Background: an optimization exercise with open tools, aiming at small area and a short achievable clock period. Do not read the settings as production practice.
Only simulation tests tie the RTL to the original design; equivalence was not proved.

[flow/run.sh]
#!/bin/bash
# synth_recipe.tcl (not shown) runs the flow's synth.tcl, then flattens the netlist and writes it again
# the make line also repeats each setting of config.mk as NAME=value (left out here)
make -C /OpenROAD-flow-scripts/flow DESIGN_CONFIG=/design/flow/config.mk WORK_HOME=/design/flow/orfs CLKGATE_MAP_FILE= SYNTH_SCRIPT=/design/flow/synth_recipe.tcl finish
[flow/config.mk]
export PLATFORM = sky130hd
export DESIGN_NAME = mdu_hilo
export DESIGN_NICKNAME = mdu_hilo
export VERILOG_FILES = /design/flow/design.v
export SDC_FILE = /design/flow/constraint.sdc
export NUM_CORES = 4
export LEC_CHECK = 0
export CAP_MARGIN = 20
export CORE_MARGIN = 2
export CORE_UTILIZATION = 40
export SLEW_MARGIN = 20
[flow/constraint.sdc]
create_clock -name core_clock -period 110.0 [get_ports {clk}]
set_input_delay 22.0000 -clock core_clock [delete_from_list [all_inputs] [get_ports {clk}]]
set_output_delay 22.0000 -clock core_clock [all_outputs]
set_load 0.01 [all_outputs]
[flow/design.v]
package mdu_pkg;
    localparam int MDU_OP_W = 3;
    localparam logic [MDU_OP_W-1:0] MDU_NONE  = 3'd0;
    localparam logic [MDU_OP_W-1:0] MDU_MULT  = 3'd1;
    localparam logic [MDU_OP_W-1:0] MDU_MULTU = 3'd2;
    localparam logic [MDU_OP_W-1:0] MDU_DIV   = 3'd3;
    localparam logic [MDU_OP_W-1:0] MDU_DIVU  = 3'd4;
    localparam logic [MDU_OP_W-1:0] MDU_MTHI  = 3'd5;
    localparam logic [MDU_OP_W-1:0] MDU_MTLO  = 3'd6;
    localparam int MDU_MULT_CYCLES_DEF = 5;
    localparam int MDU_DIV_CYCLES_DEF  = 10;
    function automatic logic mdu_is_multicycle(input logic [MDU_OP_W-1:0] op);
        mdu_is_multicycle = (op == MDU_MULT) || (op == MDU_MULTU) ||
               (op == MDU_DIV)  || (op == MDU_DIVU);
    endfunction
endpackage
module mdu_hilo #(
    parameter int MULT_CYCLES = mdu_pkg::MDU_MULT_CYCLES_DEF,
    parameter int DIV_CYCLES  = mdu_pkg::MDU_DIV_CYCLES_DEF
) (
    input  logic                clk,
    input  logic                reset,
    input  logic                start,
    input  logic [mdu_pkg::MDU_OP_W-1:0] op,
    input  logic [31:0]         rs_val,
    input  logic [31:0]         rt_val,
    input  logic                cancel,
    output logic                busy,
    output logic                stall_req,
    output logic [31:0]         hi,
    output logic [31:0]         lo
);
    localparam int MAX_CYCLES = (MULT_CYCLES > DIV_CYCLES) ? MULT_CYCLES : DIV_CYCLES;
    localparam int CNT_W      = $clog2(MAX_CYCLES + 1);
    logic [CNT_W-1:0] r_cnt;
    logic             r_is_div;
    logic             r_signed;
    logic [31:0]      r_a;
    logic [31:0]      r_b;
    logic [31:0]      r_hi;
    logic [31:0]      r_lo;
    logic        w_op_valid;
    logic        w_accept;
    logic [63:0] w_a64;
    logic [63:0] w_b64;
    logic [63:0] w_prod;
    logic        w_a_neg;
    logic        w_b_neg;
    logic [31:0] w_ua;
    logic [31:0] w_ub;
    logic [31:0] w_ub_safe;
    logic [31:0] w_qmag;
    logic [31:0] w_rmag;
    logic [31:0] w_quo;
    logic [31:0] w_rem;
    assign w_op_valid = (op >= mdu_pkg::MDU_MULT) && (op <= mdu_pkg::MDU_MTLO);
    assign w_accept   = start & ~cancel & ~busy & w_op_valid;
    assign busy      = (r_cnt != '0);
    assign stall_req = busy | (start & ~cancel & mdu_pkg::mdu_is_multicycle(op));
    assign hi        = r_hi;
    assign lo        = r_lo;
    assign w_a64  = r_signed ? {{32{r_a[31]}}, r_a} : {32'b0, r_a};
    assign w_b64  = r_signed ? {{32{r_b[31]}}, r_b} : {32'b0, r_b};
    assign w_prod = w_a64 * w_b64;
    assign w_a_neg   = r_signed & r_a[31];
    assign w_b_neg   = r_signed & r_b[31];
    assign w_ua      = w_a_neg ? (~r_a + 32'd1) : r_a;
    assign w_ub      = w_b_neg ? (~r_b + 32'd1) : r_b;
    assign w_ub_safe = (w_ub == 32'd0) ? 32'd1 : w_ub;
    assign w_qmag    = w_ua / w_ub_safe;
    assign w_rmag    = w_ua % w_ub_safe;
    assign w_quo     = (w_a_neg ^ w_b_neg) ? (~w_qmag + 32'd1) : w_qmag;
    assign w_rem     = w_a_neg ? (~w_rmag + 32'd1) : w_rmag;
    always_ff @(posedge clk) begin
        if (reset) begin
            r_cnt    <= '0;
            r_is_div <= 1'b0;
            r_signed <= 1'b0;
            r_a      <= '0;
            r_b      <= '0;
            r_hi     <= '0;
            r_lo     <= '0;
        end else if (w_accept) begin
            case (op)
                mdu_pkg::MDU_MULT, mdu_pkg::MDU_MULTU, mdu_pkg::MDU_DIV, mdu_pkg::MDU_DIVU: begin
                    r_is_div <= (op == mdu_pkg::MDU_DIV) || (op == mdu_pkg::MDU_DIVU);
                    r_signed <= (op == mdu_pkg::MDU_MULT) || (op == mdu_pkg::MDU_DIV);
                    r_a      <= rs_val;
                    r_b      <= rt_val;
                    r_cnt    <= ((op == mdu_pkg::MDU_DIV) || (op == mdu_pkg::MDU_DIVU)) ?
                                CNT_W'(DIV_CYCLES) : CNT_W'(MULT_CYCLES);
                end
                mdu_pkg::MDU_MTHI: r_hi <= rs_val;
                mdu_pkg::MDU_MTLO: r_lo <= rs_val;
                default: ;
            endcase
        end else if (busy) begin
            r_cnt <= r_cnt - 1'b1;
            if (r_cnt == CNT_W'(1)) begin
                if (!r_is_div) begin
                    r_hi <= w_prod[63:32];
                    r_lo <= w_prod[31:0];
                end else if (r_b != 32'd0) begin
                    r_hi <= w_rem;
                    r_lo <= w_quo;
                end
            end
        end
    end
endmodule
==> run notes <==
## worst register-to-register path, delay by kind of cell, from the launching register on
kind,cells,cell delay [ns]
adders and majority gates,31,10.57
DFF,1,0.31
and+or+nand+nor,125,33.26
muxes,5,1.77
AOI/OAI and AO/OA,155,46.27
buffers and inverters,38,9.23
xor gates and xnor gates,3,0.50
## registers in the layout, indices dropped and copies added (netlist names)
name,cells
r_cnt,4
r_signed,1
r_a,32
r_b,32
r_hi,32
r_is_div,1
r_lo,32
## area by class of cell
type / count / area [µm²]
fillers: 22700 / 129000
multi-input cells: 9257 / 80200
inverters: 1532 / 5750
well taps: 2992 / 3740
repair buffers: 384 / 3220
flip-flops and latches: 134 / 2750
clock buffers: 18 / 429
clock inverters: 14 / 221
diodes: 15 / 37.5
## cell families after synthesis
family                     after synthesis
xor gates and xnor gates               562
muxes                                   82
DFF                                    134
AOI/OAI and AO/OA                     2592
and+or+nand+nor                       3776
adders and majority gates             2245
buffers and inverters                 2082
## path summary, 6_finish.rpt
kind                                               to                   from  depth (start not counted)
worst max-delay path            r_lo[31]$_SDFFE_PP0P_    r_b[2]$_SDFFE_PP0P_                        357
worst min-delay path            r_hi[13]$_SDFFE_PP0P_  r_hi[13]$_SDFFE_PP0P_                          2
worst max register to register  r_lo[31]$_SDFFE_PP0P_    r_b[2]$_SDFFE_PP0P_                        357
worst min register to register  r_hi[13]$_SDFFE_PP0P_  r_hi[13]$_SDFFE_PP0P_                          2
## metal layers
metal  global-route usage  up-vias  part of all wire
li1                     -    38300                 -
met1                0.467    44500              0.38
met2                0.578     5246              0.44
met3               0.0663     1297             0.092
met4                0.266       18             0.088
met5                    0        -           0.00028
## metrics by stage
step                      instances
after floorplan               11500
after global placement        14300
after detailed placement      14300
after CTS                     14300
after global routing          14300
final                         14300
## cell usage after synthesis, types with 33 or more instances
cell                        instances
sky130_fd_sc_hd__dfxtp_1          134
sky130_fd_sc_hd__and3_1            95
sky130_fd_sc_hd__a211oi_1         138
sky130_fd_sc_hd__or2_2             36
sky130_fd_sc_hd__nand3_1          181
sky130_fd_sc_hd__fa_1            1442
sky130_fd_sc_hd__a211o_1           38
sky130_fd_sc_hd__nand2b_1          89
sky130_fd_sc_hd__and2_1           359
sky130_fd_sc_hd__xor2_1           197
sky130_fd_sc_hd__nor2_1           720
sky130_fd_sc_hd__nand4_1           94
sky130_fd_sc_hd__or3_1            100
sky130_fd_sc_hd__a21oi_1          686
sky130_fd_sc_hd__o31ai_1           69
sky130_fd_sc_hd__clkbuf_1         387
sky130_fd_sc_hd__ha_1             803
sky130_fd_sc_hd__o21bai_1          64
sky130_fd_sc_hd__a31oi_1          118
sky130_fd_sc_hd__inv_1           1526
sky130_fd_sc_hd__a21o_1           305
sky130_fd_sc_hd__o21a_1           103
sky130_fd_sc_hd__o211ai_1          82
sky130_fd_sc_hd__nand2_1         1599
sky130_fd_sc_hd__nor3_1           206
sky130_fd_sc_hd__o21ai_0          413
sky130_fd_sc_hd__xnor2_1          365
sky130_fd_sc_hd__buf_1            122
sky130_fd_sc_hd__nor4_1            76
sky130_fd_sc_hd__a2111oi_0         33
sky130_fd_sc_hd__nor2b_1           67
sky130_fd_sc_hd__a21boi_0          44
sky130_fd_sc_hd__mux2i_1           51
==> run notes <==
The number of warning messages in the yosys log is 1. The clock latency reported for the late side of the worst-skew pair was 0.51 ns. The master cell of the clock root buffer is sky130_fd_sc_hd__clkbuf_16. The multiplexer share of the synthesized area is 0.00954. For the final hold slack, the log shows 0.462 ns. Setup slack closes at 8.02 ns. Ranked by total cell area, the synthesized netlist is headed by sky130_fd_sc_hd__fa_1 32%, sky130_fd_sc_hd__ha_1 11%, sky130_fd_sc_hd__nand2_1 6.6%.

Buffers added to address setup during post-CTS repair amount to 0. The total negative slack for setup checks is 0 ns. The slowest stage cell on the critical path is sky130_fd_sc_hd__nor4_2. A synthesized cell averages 7.88 µm². Setup violations remaining at the end of the flow were counted as 0.

The initial detailed-routing violation count is 9488. The area growth from synthesis to layout is 6.52%. The register area share after synthesis is 0.0297, and the arrival time of the worst setup path is 102.32 ns. Dividing the detail-routed via count by the number of cells gives 6.23. Wires add up to 433000 µm. The proportion of layout cells with a drive suffix above 1 was 0.0494; the async set-or-reset flop fraction in the synthesized netlist was 0. The parity-gate share of the synthesized area counting xor and xnor cells works out to 0.0544.

Setup repair after global routing left no endpoint under its margin. The largest single stage delay on the critical path is 1.09 ns. Biggest fanout along the worst timing path: 44. For this design, the sink count on the clock tree is 134. The category of the worst setup path launch point is a flop. The total of max-cap violations is 0. At the pin with the least slew margin, the transition time is 1.29 ns. The netlist area before placement is 0.0905 mm².

The number of nets with antenna violations after routing came out at 0. The final critical-path share of the clock period came out at 0.927. Clock-pin slew was measured on the worst setup and hold paths at 0.07 ns. Number of global-route vias before repair: 90500.

After clock tree synthesis, the repair step resized 0 gates. TritonCTS built the clock tree. The tools report the clock buffer count from CTS as 17. The floorplan step defined a die boundary enclosing 0.230 mm². The flow ran to the end and the layout has no timing, DRC or antenna violations. Number of buffers between clock root and the deepest sink: 2. In this run, post-CTS hold repair placed 0 buffers.

Entering global routing, the biggest net connects 69 pins. The tools report the register-to-register path setup slack as 8.02 ns. Among all flip-flop cells after synthesis, the most frequent one is sky130_fd_sc_hd__dfxtp_1. The fraction of the core area covered by cells at the end of the flow is 0.428, and the sum of overflow across all layers after global routing is 0. The run gives 26 as the initial antenna violation count.

Once detailed placement completed, the half-perimeter wirelength came to 342000 µm. 137 I/O pins were placed. The tools report the effective utilization at floorplan as 0.402.

The family with the most delay on the worst path was compound AO/OA/AOI/OAI gates. In the layout the commonest cells are 1596 x sky130_fd_sc_hd__nand2_1, 1524 x sky130_fd_sc_hd__inv_1, 1441 x sky130_fd_sc_hd__fa_1, 803 x sky130_fd_sc_hd__ha_1, 710 x sky130_fd_sc_hd__nor2_1. The max-slew violation count is 0. Synthesis inferred 134 register bits. Before CTS, the worst setup slack after placement is 11.91 ns.

Leaving out fill and tap cells, the most frequent cell in the layout is sky130_fd_sc_hd__nand2_1. The run gives 0 as the final count of hold timing violations. Between clock sinks in the finished design, the worst skew comes to 0.0353 ns.

The cell seen most often among critical-path stages is sky130_fd_sc_hd__ha_1. After detailed routing, the average wire length per cell comes to 30.2 µm. Row generation in the floorplan step produced 174 rows.

The via total after detailed routing is 89300, and the buffers plus inverters on the worst setup path is 38. The min-delay analysis places its worst path in the category flop to flop. The number of DRC violations after detailed routing is 0. The number of distinct library cells after synthesis was 121; the share of the synthesized area in compound gates (AO/OA/AOI/OAI) was 0.193. The final RePlAce weighted congestion was 1.10; the number of enable flip-flop cells after synthesis was 0. The height of the chip was 480 µm; the worst relative slew slack was 0.132.

Summed area of non-filler cells in the final layout: 0.0964 mm². The area share of the largest cell type after synthesis is 0.319, and the share of synthesized cell area in full adder, half adder and majority cells is 0.430.

The worst path needs 101.98 ns of the cycle, external delays included. For the global router's overall resource usage, the log shows 0.372. The required time of the critical path was 110.34 ns; the count of H-tree levels built during CTS was 4. The dominant combinational cell family by area after synthesis was adder cells.

The library cell with the largest summed area after synthesis was sky130_fd_sc_hd__fa_1. The die extent in x came out at 480 µm. The placed instance area was 0.0956 mm²; the count of buffers inserted at the top-level ports was 136. Type of the setup path with the least slack: flop to flop. The number of nets handed over by synthesis was 13800. The floorplan step defined a core boundary enclosing 0.225 mm². Based on the critical path, the design can be clocked at up to 0.00981 GHz. STA classifies the critical path endpoint as a flop.

Cell count after synthesis: 11500. The first detailed-routing pass ran for 6 iterations. The synthesized-area fraction occupied by and/or/nand/nor cells is 0.196.

The final-stage net count is 13600, and the global-route wire length before repair is 629000 µm.

## static timing again, ports no longer ideal
The results above use ideal ports. As a check the final layout listed here was re-extracted and re-timed, cells and wires unchanged.
Step 1 sets driving cells, clkbuf_16 on the clock port and buf_2 on the other inputs (assumed; they add their load-dependent delay and slew).
Step 2 moves the port delays by t, midway between the first and last clock arrival at a register: inputs arrive t later, outputs are due t later. That takes back most of the time a late clock gives input paths.
Slacks: no drivers / after step 1 / after step 2; pairs: no drivers / after step 1.
t, ns: 0.579
setup slack, ns: 8.021 / 8.021 / 8.021
worst setup path at the end: register to register
latest minus earliest clock arrival (ns): 0.036 / 0.035
worst register clock-pin slew, ns: 0.09 / 0.09
After both steps this run still meets setup and hold. For this run, drivers alone change the setup slack by 0.000 ns; drivers and shift together by 0.000 ns.
